From an optimization exercise on the open Yosys and OpenROAD flow, aimed at small area, a short achievable clock period and few clock cycles per item; shortcuts taken in it are not production practice. Function was checked by simulation only, so behaviour that the tests miss may differ from the original. Power and IR drop assume default switching activity.

--- flow/design.v ---
`default_nettype none
package oaie_pkg;
  localparam int unsigned FUNC_W   = 3;
  localparam int unsigned INDEX_W  = 5;
  localparam int unsigned VALUE_W  = 32;
  localparam int unsigned COUNT_W  = 5;
  localparam int unsigned STATUS_W = 2;
  typedef enum logic [FUNC_W-1:0] {
    FUNC_APPEND = 3'd0,
    FUNC_DROP   = 3'd1,
    FUNC_INSERT = 3'd2,
    FUNC_ERASE  = 3'd3,
    FUNC_READ   = 3'd4
  } func_e;
  typedef enum logic [STATUS_W-1:0] {
    ST_OK    = 2'd0,
    ST_RANGE = 2'd1,
    ST_FULL  = 2'd2
  } status_e;
  typedef struct packed {
    logic write;
    logic up;
    logic down;
    logic read;
  } cell_cmd_t;
endpackage
`default_nettype wire
`default_nettype none
module oaie_cell #(
  parameter int unsigned ELEM_WIDTH = 32,
  parameter int unsigned AW         = 4,
  parameter int unsigned SLOT       = 0
) (
  input  wire logic                 clk_i,
  input  wire oaie_pkg::cell_cmd_t  cmd_i,
  input  wire logic [AW-1:0]        pos_i,
  input  wire logic [ELEM_WIDTH-1:0] value_i,
  input  wire logic [ELEM_WIDTH-1:0] left_i,
  input  wire logic [ELEM_WIDTH-1:0] right_i,
  output logic      [ELEM_WIDTH-1:0] data_o
);
  localparam logic [AW-1:0] SLOT_P = AW'(SLOT);
  logic [ELEM_WIDTH-1:0] data_q;
  logic [ELEM_WIDTH-1:0] data_d;
  logic                  at_pos;
  logic                  above;
  assign at_pos = (pos_i == SLOT_P);
  assign above  = (SLOT_P > pos_i);
  always_comb begin
    priority if (cmd_i.write && at_pos) begin
      data_d = value_i;
    end else if (cmd_i.up && above) begin
      data_d = left_i;
    end else if (cmd_i.down && (above || at_pos)) begin
      data_d = right_i;
    end else begin
      data_d = data_q;
    end
  end
  always_ff @(posedge clk_i) begin
    data_q <= data_d;
  end
  assign data_o = data_q;
endmodule
`default_nettype wire
`default_nettype none
module oaie_ctrl #(
  parameter int unsigned CAPACITY = 16,
  localparam int unsigned CW = $clog2(CAPACITY + 1),
  localparam int unsigned AW = $clog2(CAPACITY)
) (
  input  wire logic                          clk_i,
  input  wire logic                          rst_ni,
  input  wire logic                          accept_i,
  input  wire logic [oaie_pkg::FUNC_W-1:0]   func_i,
  input  wire logic [oaie_pkg::INDEX_W-1:0]  index_i,
  output oaie_pkg::cell_cmd_t                cmd_o,
  output logic      [AW-1:0]                 pos_o,
  output logic      [CW-1:0]                 count_next_o,
  output oaie_pkg::status_e                  status_o
);
  localparam int unsigned   CMPW     = (CW > oaie_pkg::INDEX_W) ? CW : oaie_pkg::INDEX_W;
  localparam logic [CW-1:0] FULL_CNT = CW'(CAPACITY);
  logic [CW-1:0]   count_q;
  logic [CW-1:0]   count_d;
  logic [CMPW-1:0] idx_x;
  logic [CMPW-1:0] cnt_x;
  logic            full;
  oaie_pkg::cell_cmd_t       cmd;
  oaie_pkg::status_e         status;
  assign idx_x = CMPW'(index_i);
  assign cnt_x = CMPW'(count_q);
  assign full  = (count_q == FULL_CNT);
  always_comb begin
    cmd     = '0;
    pos_o   = '0;
    count_d = count_q;
    status  = oaie_pkg::ST_OK;
    unique case (func_i)
      oaie_pkg::FUNC_APPEND: begin
        if (full) begin
          status = oaie_pkg::ST_FULL;
        end else begin
          cmd.write = 1'b1;
          pos_o     = AW'(count_q);
          count_d   = count_q + 1'b1;
        end
      end
      oaie_pkg::FUNC_DROP: begin
        if (count_q != '0) begin
          count_d = count_q - 1'b1;
        end
      end
      oaie_pkg::FUNC_INSERT: begin
        if (idx_x > cnt_x) begin
          status = oaie_pkg::ST_RANGE;
        end else if (full) begin
          status = oaie_pkg::ST_FULL;
        end else begin
          cmd.write = 1'b1;
          cmd.up    = 1'b1;
          pos_o     = AW'(index_i);
          count_d   = count_q + 1'b1;
        end
      end
      oaie_pkg::FUNC_ERASE: begin
        if (idx_x >= cnt_x) begin
          status = oaie_pkg::ST_RANGE;
        end else begin
          cmd.down = 1'b1;
          pos_o    = AW'(index_i);
          count_d  = count_q - 1'b1;
        end
      end
      oaie_pkg::FUNC_READ: begin
        if (idx_x >= cnt_x) begin
          status = oaie_pkg::ST_RANGE;
        end else begin
          cmd.read = 1'b1;
          pos_o    = AW'(index_i);
        end
      end
      default: begin
      end
    endcase
  end
  assign cmd_o        = accept_i ? cmd : '0;
  assign count_next_o = count_d;
  assign status_o     = status;
  always_ff @(posedge clk_i or negedge rst_ni) begin
    if (!rst_ni) begin
      count_q <= '0;
    end else if (accept_i) begin
      count_q <= count_d;
    end
  end
endmodule
`default_nettype wire
`default_nettype none
module ordered_array_insert_erase #(
  parameter int unsigned CAPACITY   = 16,
  parameter int unsigned ELEM_WIDTH = 32
) (
  input  wire logic                                 clk_i,
  input  wire logic                                 rst_ni,
  input  wire logic                                 in_valid_i,
  output logic                                      in_stall_o,
  input  wire logic        [oaie_pkg::FUNC_W-1:0]   func_i,
  input  wire logic        [oaie_pkg::INDEX_W-1:0]  index_i,
  input  wire logic signed [oaie_pkg::VALUE_W-1:0]  value_i,
  output logic                                      out_valid_o,
  input  wire logic                                 out_stall_i,
  output logic signed      [oaie_pkg::VALUE_W-1:0]  read_value_o,
  output logic             [oaie_pkg::STATUS_W-1:0] status_o,
  output logic             [oaie_pkg::COUNT_W-1:0]  count_o,
  output logic                                      is_empty_o
);
  localparam int unsigned CW = $clog2(CAPACITY + 1);
  localparam int unsigned AW = $clog2(CAPACITY);
  logic                  accept;
  oaie_pkg::cell_cmd_t             cmd;
  logic [AW-1:0]         pos;
  logic [CW-1:0]         count_next;
  oaie_pkg::status_e               status;
  logic [ELEM_WIDTH-1:0] elem_in;
  logic [ELEM_WIDTH-1:0] data   [CAPACITY];
  logic [ELEM_WIDTH-1:0] elem_sel;
  logic [oaie_pkg::VALUE_W-1:0]    rd_ext;
  logic                  out_valid_q;
  logic [oaie_pkg::VALUE_W-1:0]    read_value_q;
  oaie_pkg::status_e               status_q;
  logic [oaie_pkg::COUNT_W-1:0]    count_q;
  logic                  empty_q;
  assign in_stall_o = out_valid_q && out_stall_i;
  assign accept     = in_valid_i && !in_stall_o;
  assign elem_in    = ELEM_WIDTH'($unsigned(value_i));
  oaie_ctrl #(
    .CAPACITY(CAPACITY)
  ) u_ctrl (
    .clk_i       (clk_i),
    .rst_ni      (rst_ni),
    .accept_i    (accept),
    .func_i      (func_i),
    .index_i     (index_i),
    .cmd_o       (cmd),
    .pos_o       (pos),
    .count_next_o(count_next),
    .status_o    (status)
  );
  for (genvar k = 0; k < CAPACITY; k++) begin : g_cell
    logic [ELEM_WIDTH-1:0] left;
    logic [ELEM_WIDTH-1:0] right;
    if (k == 0) begin : g_first
      assign left = data[k];
    end else begin : g_mid_l
      assign left = data[k-1];
    end
    if (k == CAPACITY - 1) begin : g_last
      assign right = data[k];
    end else begin : g_mid_r
      assign right = data[k+1];
    end
    oaie_cell #(
      .ELEM_WIDTH(ELEM_WIDTH),
      .AW        (AW),
      .SLOT      (k)
    ) u_cell (
      .clk_i  (clk_i),
      .cmd_i  (cmd),
      .pos_i  (pos),
      .value_i(elem_in),
      .left_i (left),
      .right_i(right),
      .data_o (data[k])
    );
  end
  always_comb begin
    elem_sel = '0;
    for (int k = 0; k < CAPACITY; k++) begin
      if (pos == AW'(k)) begin
        elem_sel = data[k];
      end
    end
  end
  if (ELEM_WIDTH >= oaie_pkg::VALUE_W) begin : g_wide
    assign rd_ext = elem_sel[oaie_pkg::VALUE_W-1:0];
  end else begin : g_narrow
    assign rd_ext = {{(oaie_pkg::VALUE_W - ELEM_WIDTH){elem_sel[ELEM_WIDTH-1]}}, elem_sel};
  end
  always_ff @(posedge clk_i or negedge rst_ni) begin
    if (!rst_ni) begin
      out_valid_q <= 1'b0;
    end else if (accept) begin
      out_valid_q <= 1'b1;
    end else if (!out_stall_i) begin
      out_valid_q <= 1'b0;
    end
  end
  always_ff @(posedge clk_i) begin
    if (accept) begin
      read_value_q <= cmd.read ? rd_ext : '0;
      status_q     <= status;
      count_q      <= oaie_pkg::COUNT_W'(count_next);
      empty_q      <= (count_next == '0);
    end
  end
  assign out_valid_o  = out_valid_q;
  assign read_value_o = read_value_q;
  assign status_o     = status_q;
  assign count_o      = count_q;
  assign is_empty_o   = empty_q;
endmodule
`default_nettype wire
--- flow/config.mk ---
export PLATFORM = sky130hd
export DESIGN_NAME = ordered_array_insert_erase
export DESIGN_NICKNAME = ordered_array_insert_erase
export VERILOG_FILES = /design/flow/design.v
export SDC_FILE = /design/flow/constraint.sdc
export NUM_CORES = 4
export LEC_CHECK = 0
export CAP_MARGIN = 20
export CORE_MARGIN = 2
export CORE_UTILIZATION = 40
export SLEW_MARGIN = 20
--- flow/run.sh ---
#!/bin/bash
# synth_recipe.tcl (not shown) runs the flow's synth.tcl, then flattens the netlist and writes it again
# the make line also repeats each setting of config.mk as NAME=value (left out here)
make -C /OpenROAD-flow-scripts/flow DESIGN_CONFIG=/design/flow/config.mk WORK_HOME=/design/flow/orfs CLKGATE_MAP_FILE= SYNTH_SCRIPT=/design/flow/synth_recipe.tcl finish
--- flow/constraint.sdc ---
create_clock -name core_clock -period 5.0 [get_ports {clk_i}]
set_input_delay 1.0000 -clock core_clock [delete_from_list [all_inputs] [get_ports {clk_i}]]
set_output_delay 1.0000 -clock core_clock [all_outputs]
set_load 0.01 [all_outputs]
==> flow_summary.toml <==
[outcome]
status = "finished clean"

[synthesis]
postSynthCellCount = 3226
ys_warn_count = 19
synth_area_leaders = "edfxtp_1, mux2i_1, nand2_1"
ys_types = 78
synth_edf_count = 552
syn-mean-instance-area_um2 = 10.2
ys_seq_elements = 558
syn_nets = 3279
synth.top_cell.area_share_pct = 50.3
synth_top_area_cell = "edfxtp_1"
synthFlopType = "edfxtp_1"
async_reset_ff_share_pct = 1.08
seq_area_frac_synth_pct = 50.8
syn_area_mm2 = 0.0330

[finish]
final_cell_mix = "edfxtp_1, nand2_1, mux2i_1, nor2_1, a21oi_1"
area_growth_pct = 16.4
drive_above_1_share_pct = 14.2
fin_area_mm2 = 0.0383
final_common_cell = "edfxtp_1"
fillers = 7509
multi_input_area_mm2 = 0.0152
final_cells = 4398
utilization_pct = 46.8
layout.nets = 3334
seq_area_mm2 = 0.0167

[clocking]
clock_latency_ns = 0.66
cts_tree = "done"
clkSinkCount = 558
cts.reportedPaths.clkPinSlew_ns = 0.06
clk_path_buf_depth = 3
cts_max_level = 2
holdBufCountCts = 0
cts_made_buffers = 60
root_buffer = "clkbuf_16"
post-cts-setup-buffers = 0
cts_resized = 0

[detailed_routing]
wire_per_inst_um = 27.3
vias_per_cell = 6.24
ant_nets = 0
vias = 27400
wl_um = 120000
drc = 0
drt_iter0_markers = 4141
drt_first_pass_iters = 8

[global_route]
grt_pass1_wl_um = 176000
grt_use_total_pct = 27.5
grt_pass1_vias = 25200
antenna_found_initial = 2
grt_max_degree = 65
gr-total-overflow = 0

[floorplanning]
fp-row-count = 105
die_x_um = 291
io_pins = 86
start_util_pct = 40.3
die-area_mm2 = 0.0847
die_h_um = 291
core_area_mm2 = 0.0818

[sta]
slew-limit-headroom_pct = 28.1
finalHoldViolCount = 0
maxSlewViolCount = 0
fmax_mhz = 217
setup_violations = 0
post-route-period-util_pct = 92.3
rsz0062_at_grt = "no"
period_needed_ns = 4.61
clock_skew_ns = 0.0260
worstMarginPinSlew_ns = 1.07

[worst_setup_path]
worst_ep_arrival_time_ns = 4.95
r2r-start = "u_ctrl.count_q[2]$_DFFE_PN0P_"
start_kind = "flip-flop"
cp_data_required_time_ns = 5.34
worstSetupPathType = "reg -> reg"
cp-startpoint = "u_ctrl.count_q[2]$_DFFE_PN0P_"
end_kind = "flip-flop"
critPathMaxFanout = 28

[placement]
placed_area_mm2 = 0.0362
dp.cells = 4288
place_hpwl_um = 83800
port_buffers = 85
gp_congestion = 0.897

[power_and_ir_drop]
seq_power_share_pct = 42.3
p_clk_share_pct = 36.1
power_leakage_nw = 14.1
power_frac_comb_pct = 21.6
p_sw_w = 0.00405
swShare_pct = 30.7
powerDensity_mw_per_mm2 = 345
ir_drop_mv = 0.315
intPower_w = 0.00916

[hold_path]
hold_path.class = "reg -> reg"
worstHoldStart = "out_valid_q$_DFFE_PN0P_"

[job]
cap_violations = 0
==> power by group through the flow <==
| stage | logic (W) | clock network [W] | registers, W |
|---|---|---|---|
| after floorplan | 0.00150 | 0 | 0.00561 |
| final | 0.00285 | 0.00477 | 0.00559 |
| after CTS | 0.00276 | 0.00482 | 0.00558 |
| after global placement | 0.00273 | 0 | 0.00568 |
| after global routing | 0.00298 | 0.00499 | 0.00561 |
| after detailed placement | 0.00275 | 0 | 0.00568 |
==> final timing paths <==
path / end / slack [ns] / cells after the start
setup / recovery: read_value_q[26]$_SDFFCE_PN0P_ / 0.39 / 13
setup reg to reg: read_value_q[26]$_SDFFCE_PN0P_ / 0.39 / 13
min in group asynchronous: out_valid_q$_DFFE_PN0P_ / 0.61 / 1
hold / removal: out_valid_q$_DFFE_PN0P_ / 0.52 / 2
max in group asynchronous: u_ctrl.count_q[3]$_DFFE_PN0P_ / 4.17 / 1
hold reg to reg: out_valid_q$_DFFE_PN0P_ / 0.52 / 2
==> Yosys cell counts (all sizes together) (9+ instances only) <==
cell / count
a221oi: 41
nand2: 449
mux2i: 401
o221ai: 29
o22ai: 28
a22oi: 87
nor2: 309
a2111oi: 12
o211ai: 9
a21o: 9
a211oi: 9
and3: 10
edfxtp: 552
inv: 19
mux2: 94
buf: 158
a32oi: 18
o21ai: 296
ha: 9
nor3: 31
nand3: 57
a31oi: 61
clkbuf: 130
nand4: 9
a21oi: 290
==> registers in the layout, indices dropped and copies added (netlist names) <==
signal                count
count_q                   5
empty_q                   1
u_ctrl.count_q            5
g_cell.u_cell.data_q    512
read_value_q             32
out_valid_q               1
status_q                  2
==> final cells by class <==
class | instances | share of cell area, %
timing repair buffer | 281 | 7.58
clock inverter | 30 | 1.08
clock buffer | 78 | 4.30
multi-input combinational | 2361 | 39.7
sequential | 558 | 43.6
inverter | 19 | 0.186
antenna | 1 | 0.00653
tap | 1070 | 3.49
==> critical path: stages, from the launching register on <==
cell      delay (ns)
dfrtp_1         0.57
inv_1           0.25
ha_1            0.35
and3_1          0.21
nand3_1         0.13
a211oi_1        0.50
a21o_4          0.21
buf_4           0.43
nor2_2          0.17
buf_12          0.21
a22oi_1         0.23
o22ai_1         0.18
o31ai_1         0.58
a21oi_1         0.25
==> per-layer routing <==
layer / vias to the layer above / track usage [%] / wire length (µm)
li1: 12300 / - / -
met1: 13200 / 41.1 / 51900
met2: 1747 / 40.5 / 51400
met3: 188 / 5.23 / 13200
met4: 2 / 7.42 / 3440
met5: - / 0 / 18
==> through the flow <==
stage	worst slack (ns)	hold WS (ns)	total power (W)	TNS, ns
floorplan	-0.860	0.529	0.00711	-70.66
global placement	-0.125	0.504	0.00841	-0.327
detailed placement	-0.108	0.513	0.00842	-0.323
CTS	0.539	0.528	0.0132	0
global route	0.264	0.577	0.0136	0
finish	0.386	0.523	0.0132	0
==> cells by family (layout without fill, tap and decap cells) <==
| family | count (synthesis) | after routing | share of synthesized area [%] |
|---|---|---|---|
| adder cells (fa/ha/maj) | 9 | 9 | 0.342 |
| AO/OA/AOI/OAI | 956 | 956 | 17.9 |
| AND/OR/NAND/NOR | 901 | 901 | 11.4 |
| flip-flops | 558 | 558 | 50.8 |
| buffers and inverters | 307 | 408 | 4.17 |
| other | 0 | 1 | 0 |
| multiplexers | 495 | 495 | 15.4 |
Testbench counts, summed over its fixed seeds: cycles 13,096, items 13,088.

-- separate check: timing with driven ports --
In the flow no input, the clock included, has a driving cell. The finished layout below was timed again as built, in two steps. Step 1, drivers: a clkbuf_16 drives clk_i and a buf_2 each remaining input, both assumed. Step 2, shift: input delay + t, output delay - t, t = (earliest + latest rising clock arrival at the registers) / 2. This alone moves slack from input paths to output paths. Slacks: no drivers / after step 1 / after step 2; pairs: no drivers / after step 1.
shift t [ns]: 0.717
setup WS [ns]: 0.386 / 0.386 / -0.234
hold WS [ns]: 0.523 / 0.523 / 0.523
clock arrival spread, ns: 0.029 / 0.028
pins driven straight from the clock port: 1
With both steps, setup timing fails in this run, where it was met with ideal ports. The setup slack of this run moves by 0.000 ns with the drivers and by -0.620 ns with both steps.
